Background: an optimization exercise with open tools, aiming at small area, a short achievable clock period and few clock cycles per item. Do not read the settings as production practice.
The RTL was checked by simulation tests, not by an equivalence proof against the original design.
Power figures rest on the tool's default switching activity, not on a simulated workload.

// contact_pair_refcount_table
module contact_pair_refcount_table
(
  input  logic                  clk,
  input  logic                  rst_n,
  input  logic                  start,
  output logic                  busy,
  input  logic                  in_is_end,
  input  logic [cprt_pkg::ID_BITS-1:0]    in_body_a,
  input  logic [cprt_pkg::ID_BITS-1:0]    in_body_b,
  output logic                  out_strobe,
  output logic [1:0]            out_event_res,
  output logic [cprt_pkg::ID_BITS-1:0]    out_pair_low,
  output logic [cprt_pkg::ID_BITS-1:0]    out_pair_high,
  output logic [cprt_pkg::COUNT_BITS-1:0] out_live_count
);
For scale: ~8,400 cells after synthesis, roughly 3,200 flip-flops, roughly 80 I/O pins, ~130,000 sq um of cells after synthesis.
==> flow/config.mk <==
export PLATFORM = sky130hd
export DESIGN_NAME = contact_pair_refcount_table
export DESIGN_NICKNAME = contact_pair_refcount_table
export VERILOG_FILES = /design/flow/design.v
export SDC_FILE = /design/flow/constraint.sdc
export NUM_CORES = 4
export LEC_CHECK = 0
export CAP_MARGIN = 20
export CORE_MARGIN = 2
export CORE_UTILIZATION = 45
export SETUP_SLACK_MARGIN = 2.35
export SLEW_MARGIN = 20
==> flow/constraint.sdc <==
create_clock -name core_clock -period 5.0 [get_ports {clk}]
set_input_delay 1.0000 -clock core_clock [delete_from_list [all_inputs] [get_ports {clk}]]
set_output_delay 1.0000 -clock core_clock [all_outputs]
set_load 0.01 [all_outputs]
standard.sh (not shown) runs the stock make flow with config.mk's settings and CLKGATE_MAP_FILE= SYNTH_SCRIPT=/design/flow/synth_recipe.tcl, a recipe that flattens the netlist after the stock synthesis.
==> flow/flow/run.sh <==
#!/bin/bash
# Own layout flow: the standard flow (standard.sh, unchanged synthesis)
# with two placement/CTS choices made through ORFS's own variables:
#  - ports are buffered with buf_4 instead of the default delay buffer
#  - CTS clusters up to 24 sinks and inserts no dummy loads
# Each tool's full output goes to ORFS's logs under orfs/logs; the make
# output goes to standard.log in the work folder.
set -euo pipefail
export BUFFER_PORTS_ARGS="-buffer_cell sky130_fd_sc_hd__buf_4"
export CTS_ARGS="-sink_clustering_enable -repair_clock_nets -sink_clustering_size 24 -sink_clustering_max_diameter 90 -dont_use_dummy_load"
bash standard.sh > standard.log 2>&1
Testbench counts at the start, summed over its fixed seeds: cycles 4,048, items 4,000.
Next try:
==> flow/run.sh (new file) <==
#!/bin/bash
# synth_recipe.tcl (not shown) runs the flow's synth.tcl, then flattens the netlist and writes it again
# the make line also repeats each setting of config.mk as NAME=value (left out here)
make -C /OpenROAD-flow-scripts/flow DESIGN_CONFIG=/design/flow/config.mk WORK_HOME=/design/flow/orfs CLKGATE_MAP_FILE= SYNTH_SCRIPT=/design/flow/synth_recipe.tcl finish
--- a/flow/config.mk
+++ b/flow/config.mk
@@ -10,3 +10,5 @@
 export CORE_UTILIZATION = 45
-export SETUP_SLACK_MARGIN = 2.35
+export CTS_CLUSTER_DIAMETER = 90
+export CTS_CLUSTER_SIZE = 24
+export SETUP_SLACK_MARGIN = 2.65
 export SLEW_MARGIN = 20
removed: flow/flow/run.sh
removed: flow/standard.sh
The new run ran to the end with no violations.
Worst setup slack is better by 0.16 ns.
Via count rises by 2.7%.
Clock-buffer cell count rises by 100.
Core utilization rises by 1.6 points.
Final cell count rises by 2.8%.
Non-clock buffer count rises by 237.
Final area rises by 3.3%.
Area after synthesis is unchanged.
Wire length rises by about 5%.
Clock power rises by about 5%.
Next try:
--- a/flow/config.mk
+++ b/flow/config.mk
@@ -12,3 +12,3 @@
 export CTS_CLUSTER_SIZE = 24
-export SETUP_SLACK_MARGIN = 2.65
+export SETUP_SLACK_MARGIN = 2.35
 export SLEW_MARGIN = 20
After rerunning: Final area is lower by a few percent. Power drops slightly. Clock skew is higher by 0.024 ns. Hold slack loses 0.0035 ns. Wire length goes down by a little under a tenth. Die area stays the same. Synthesized area is unchanged. Final cell count drops slightly.
Next try:
--- a/flow/config.mk
+++ b/flow/config.mk
@@ -12,3 +12,3 @@
 export CTS_CLUSTER_SIZE = 24
-export SETUP_SLACK_MARGIN = 2.35
+export SETUP_SLACK_MARGIN = 2.5
 export SLEW_MARGIN = 20
Setup slack improves by 0.16 ns.
Utilization is higher by 0.53 points.
Combinational power went up by 8.3%.
Count of clock-buffer cells in the layout drops by 7.
Sequential share of layout area decreases by 0.60 points.
First-iteration DRC count went up by 6.8%.
Via count rises by about 1.5%.
Total power increases by about 0.36%.
Final cell count stays flat.
Register-to-register slack gets better by 0.16 ns.

========
## old
Starting RTL as in the previous note.
==> flow/config.mk <==
export PLATFORM = sky130hd
export DESIGN_NAME = contact_pair_refcount_table
export DESIGN_NICKNAME = contact_pair_refcount_table
export VERILOG_FILES = /design/flow/design.v
export SDC_FILE = /design/flow/constraint.sdc
export NUM_CORES = 4
export LEC_CHECK = 0
export CAP_MARGIN = 10
export CORE_MARGIN = 2
export CORE_UTILIZATION = 45
export CTS_CLUSTER_DIAMETER = 90
export CTS_CLUSTER_SIZE = 24
export SETUP_SLACK_MARGIN = 2.5
export SLEW_MARGIN = 10
==> flow/constraint.sdc <==
create_clock -name core_clock -period 5.0 [get_ports {clk}]
set_input_delay 1.0000 -clock core_clock [delete_from_list [all_inputs] [get_ports {clk}]]
set_output_delay 1.0000 -clock core_clock [all_outputs]
set_load 0.01 [all_outputs]
run.sh (not shown) runs the stock make flow with config.mk's settings and CLKGATE_MAP_FILE= SYNTH_SCRIPT=/design/flow/synth_recipe.tcl, a recipe that flattens the netlist after the stock synthesis.
Stock flow here: none of the scripts above is used.
Testbench counts of old, summed over its fixed seeds: cycles 4,048, items 4,000.
Here is what was changed in the inputs of new compared with old.
# old
export LEC_CHECK = 0
export CAP_MARGIN = 10
export CORE_MARGIN = 2
export CORE_UTILIZATION = 45
export CTS_CLUSTER_DIAMETER = 90
export CTS_CLUSTER_SIZE = 24
export SETUP_SLACK_MARGIN = 2.5
export SLEW_MARGIN = 10
create_clock -name core_clock -period 5.0 [get_ports {clk}]
# new
export LEC_CHECK = 0
export CAP_MARGIN = 20
export CORE_MARGIN = 2
export CORE_UTILIZATION = 45
export SETUP_SLACK_MARGIN = 2.5
export SLEW_MARGIN = 20
create_clock -name core_clock -period 5.0 [get_ports {clk}]
==> flow/flow/run.sh (new file) <==
#!/bin/bash
# Own layout flow: the standard flow (standard.sh, unchanged synthesis)
# with two placement/CTS choices made through ORFS's own variables:
#  - ports are buffered with buf_4 instead of the default delay buffer
#  - CTS clusters up to 24 sinks and inserts no dummy loads
# Each tool's full output goes to ORFS's logs under orfs/logs; the make
# output goes to standard.log in the work folder.
set -euo pipefail
export BUFFER_PORTS_ARGS="-buffer_cell sky130_fd_sc_hd__buf_4"
export CTS_ARGS="-sink_clustering_enable -repair_clock_nets -sink_clustering_size 24 -sink_clustering_max_diameter 90 -dont_use_dummy_load"
bash standard.sh > standard.log 2>&1
==> flow/standard.sh (new file) <==
#!/bin/bash
# synth_recipe.tcl (not shown) runs the flow's synth.tcl, then flattens the netlist and writes it again
# the make line also repeats each setting of config.mk as NAME=value (left out here)
make -C /OpenROAD-flow-scripts/flow DESIGN_CONFIG=/design/flow/config.mk WORK_HOME=/design/flow/orfs CLKGATE_MAP_FILE= SYNTH_SCRIPT=/design/flow/synth_recipe.tcl "${@:-finish}"
removed: flow/run.sh
## What came out
Power per cell area down 1.4% in new wrt old
Going from old to new, wire length of the first global-routing pass decreased 0.56%, clock period minus final worst setup slack climbed 0.079 ns, register share of the cell area up 0.77 points.
Relative to old, the setup slack after placement of new is higher by 0.050 ns.
On overall track demand over capacity in global routing, old tracks new almost exactly.
Between old and new, data arrival at the endpoint of the critical path increased.

what the ideal ports hide:
No port has a modelled driver above. Below, the same layouts with a new extraction and two added sets of constraints.
Step 1, drivers: a clkbuf_16 drives clk and a buf_2 each remaining input, both assumed.
Step 2 also shifts input and output timing later by t, the mid clock arrival at the registers, as if the neighbouring blocks saw the same clock.
Three values: ideal, step 1, step 2; two values: the first two.
run	t, ns	setup WS [ns]	worst hold slack (ns)	worst register clock-pin slew, ns	pins driven straight from the clock port
the first run of note 1	0.972	2.246 / 2.246 / 1.669	0.200 / 0.126 / 0.325	0.11 / 0.11	1
the second run of note 1	0.982	2.411 / 2.411 / 2.051	0.335 / 0.335 / 0.335	0.11 / 0.11	1
the third run of note 1	0.980	2.259 / 2.259 / 2.065	0.331 / 0.331 / 0.331	0.11 / 0.11	1
the fourth run of note 1	0.974	2.416 / 2.416 / 2.000	0.339 / 0.339 / 0.339	0.11 / 0.11	1
old	0.956	2.424 / 2.424 / 2.029	0.339 / 0.339 / 0.339	0.10 / 0.10	1
new	0.963	2.345 / 2.345 / 1.695	0.188 / 0.118 / 0.331	0.10 / 0.10	1
After both steps every run listed still meets setup and hold. For new, which loses most, drivers alone change the setup slack by 0.000 ns; drivers and shift together by -0.650 ns.
